Background: an optimization exercise with open tools, aiming at small area, a short achievable clock period and few clock cycles per item. Do not read the settings as production practice.
The RTL was checked by simulation tests, not by an equivalence proof against the original design.
The flow treats the clock pin as an ideal source, which a real chip does not have.
Power is estimated from default activity; no workload was simulated.

Setup of run 1:
==> flow/design.v (excerpt) <==
module taylor_sine_cosine_top (
	input  wire logic                            clk,
	input  wire logic                            arst_n,
	input  wire logic                            s_tvalid,
	output logic                                 s_tready,
	input  wire logic [tsc_pkg::IN_DATA_W-1:0]   s_tdata,
	input  wire logic                            s_tuser,
	output logic                                 m_tvalid,
	input  wire logic                            m_tready,
	output logic [tsc_pkg::OUT_DATA_W-1:0]       m_tdata,
	output logic                                 m_tuser
);
For scale: about 100 flip-flops, about 64 I/O pins.
Settings: LEC_CHECK=0, ABC_AREA=1, CAP_MARGIN=20, CORE_MARGIN=2, CORE_UTILIZATION=12, PLACE_DENSITY=0.2, SLEW_MARGIN=20, SYNTH_HIERARCHICAL=1, TNS_END_PERCENT=100; clock period 9.0 ns.
standard.sh (not shown) runs the stock make flow with config.mk's settings and CLKGATE_MAP_FILE= SYNTH_SCRIPT=/design/flow/synth_recipe.tcl, a recipe that flattens the netlist after the stock synthesis.
==> flow/flow/run.sh <==
#!/bin/bash
set -euo pipefail
here=$(pwd)
export POST_CTS_TCL="$here/flow/skew.tcl"
export SKEW_CELL=sky130_fd_sc_hd__clkbuf_1
export SKEW_LAST_CELL=sky130_fd_sc_hd__clkbuf_8
export SKEW_STAGES=8
bash standard.sh SETUP_SLACK_MARGIN=6.2 SKIP_CTS_REPAIR_TIMING=1 \
	POST_CTS_TCL="$here/flow/skew.tcl" finish > standard.log 2>&1
==> flow/flow/skew.tcl <==
# Hook run after clock tree synthesis (POST_CTS_TCL, with the CTS step's own timing
# repair skipped): give the clock of the table output register (r_rom_q, r_neg_q)
# extra delay, so that the long path into it, from the request register through
# the result table, may use time that the short path out of it, through the
# negation into the output register, does not need. Both paths are between
# registers inside the design. Then the CTS step's usual placement and timing
# repair.
set block [ord::get_db_block]
set db [ord::get_db]
set master [$db findMaster $::env(SKEW_CELL)]
set last_master [$db findMaster $::env(SKEW_LAST_CELL)]
set stages $::env(SKEW_STAGES)
array set groups {}
foreach inst [$block getInsts] {
  set name [$inst getName]
  if {[string match {r_rom_q*} $name] || [string match {r_neg_q*} $name]} {
    set it [$inst findITerm CLK]
    lappend groups([[$it getNet] getName]) $it
  }
}
set n 0
foreach netname [lsort [array names groups]] {
  set net [$block findNet $netname]
  set its $groups($netname)
  set sx 0
  set sy 0
  foreach it $its {
    set b [[$it getInst] getBBox]
    set sx [expr {$sx + [$b xMin]}]
    set sy [expr {$sy + [$b yMin]}]
  }
  set cx [expr {int($sx / [llength $its])}]
  set cy [expr {int($sy / [llength $its])}]
  set prev $net
  for {set k 0} {$k < $stages} {incr k} {
    set m [expr {$k == $stages - 1 ? $last_master : $master}]
    set inst [odb::dbInst_create $block $m "skewbuf_${n}_$k"]
    set newnet [odb::dbNet_create $block "skewnet_${n}_$k"]
    $newnet setSigType CLOCK
    [$inst findITerm A] connect $prev
    [$inst findITerm X] connect $newnet
    $inst setLocation $cx $cy
    $inst setPlacementStatus PLACED
    set prev $newnet
  }
  foreach it $its {
    $it disconnect
    $it connect $prev
  }
  puts "skew: [llength $its] sinks of $netname behind $stages buffers"
  incr n
}
set result [catch { detailed_placement } msg]
if { $result != 0 } {
  error "Detailed placement failed after clock skew: $msg"
}
estimate_parasitics -placement
report_clock_skew
repair_timing_helper
set result [catch { detailed_placement } msg]
if { $result != 0 } {
  error "Detailed placement failed in CTS: $msg"
}
check_placement -verbose
report_checks -path_delay max -format end -group_path_count 5
Run 1 | stages: all done | timing, DRC, antenna: all pass
Testbench counts of run 1, summed over its fixed seeds: cycles 2,424, items 2,400.
Here is what was changed in the inputs of run 2 compared with run 1.
Settings: a change of CORE_UTILIZATION from 12 to 10.
==> flow/flow/run.sh <==
#!/bin/bash
set -euo pipefail
here=$(pwd)
export POST_CTS_TCL="$here/flow/skew.tcl"
export SKEW_CELL=sky130_fd_sc_hd__clkbuf_1
export SKEW_LAST_CELL=sky130_fd_sc_hd__clkbuf_8
export SKEW_STAGES=10
bash standard.sh SETUP_SLACK_MARGIN=6.1 SKIP_CTS_REPAIR_TIMING=1 \
	POST_CTS_TCL="$here/flow/skew.tcl" finish > standard.log 2>&1
==> results.txt <==
Run 2 has completed all stages; timing, DRC and antenna checks passed. Count of non-filler cells in the finished layout (lower): run 1. Final total power in run 2 vs run 1: up 0.064 mW. Going from run 1 to run 2, inserted tap cell count grows by 282. r_rom_q[23]$_DFFE_PP_ as the critical path capture point was reported by run 1, and r_rom_q[13]$_DFFE_PP_ by run 2.
--- input diff run 2..run 3 ---
Settings: changing CORE_UTILIZATION from 10 to 15; changing PLACE_DENSITY from 0.2 to 0.25.
-- flow/flow/run.sh --
<<< run 2, line 6
export SKEW_LAST_CELL=sky130_fd_sc_hd__clkbuf_8
export SKEW_STAGES=10
bash standard.sh SETUP_SLACK_MARGIN=6.1 SKIP_CTS_REPAIR_TIMING=1 \
>>> run 3, line 6
export SKEW_LAST_CELL=sky130_fd_sc_hd__clkbuf_8
export SKEW_STAGES=8
bash standard.sh SETUP_SLACK_MARGIN=6.1 SKIP_CTS_REPAIR_TIMING=1 \
Findings:
Run 3 reached the final stage; the timing, DRC and antenna checks on its layout passed. Relative to run 2, the clock network power measured on run 3 has decreased by a few percent. [compare] base=run 2 new=run 3: final critical delay including setup and external delays shows a reduction of 0.0093 ns, portion of total power attributed to the clock network shows a reduction of 0.8 points, total wirelength of the detailed-routed design shows an increase of 0.94%, post-synth design cell area shows no meaningful change, final area shows a reduction of 550 µm². The final reports for run 3 and run 2 show pin slew with the least headroom to its limit higher in the former. When run 3 is set beside run 2, its starting density of the core turns out to be 5.0 points larger.

[what the ideal ports hide]
Ports are ideal in the flow. The routed layouts listed here were re-timed in OpenROAD. Step 1: set_driving_cell puts a clkbuf_16 on clk and a buf_2 on each other input, an assumption about the parent block. Step 2, shift: input delay + t, output delay - t, t = (earliest + latest rising clock arrival at the registers) / 2. This alone moves slack from input paths to output paths. Three values: no drivers, after step 1, after step 2; two values: the first two.
| run | shift t [ns] | setup WS [ns] | worst setup path at the end | latest minus earliest clock arrival (ns) | worst data-port slew with drivers (ns) | pins driven straight from the clock port |
|---|---|---|---|---|---|---|
| run 1 | 0.857 | 5.985 / 5.985 / 5.402 | input to register | 0.832 / 0.831 | 0.04 | 1 |
| run 2 | 0.976 | 5.837 / 5.837 / 5.250 | input to register | 1.074 / 1.073 | 0.03 | 1 |
| run 3 | 0.878 | 5.846 / 5.846 / 5.288 | input to register | 0.838 / 0.838 | 0.04 | 1 |
Clock arrivals are far apart in every run listed, so t is only a midpoint there and step 2 fits no single register. For run 2, which loses most, drivers alone change the setup slack by 0.000 ns; drivers and shift together by -0.587 ns.
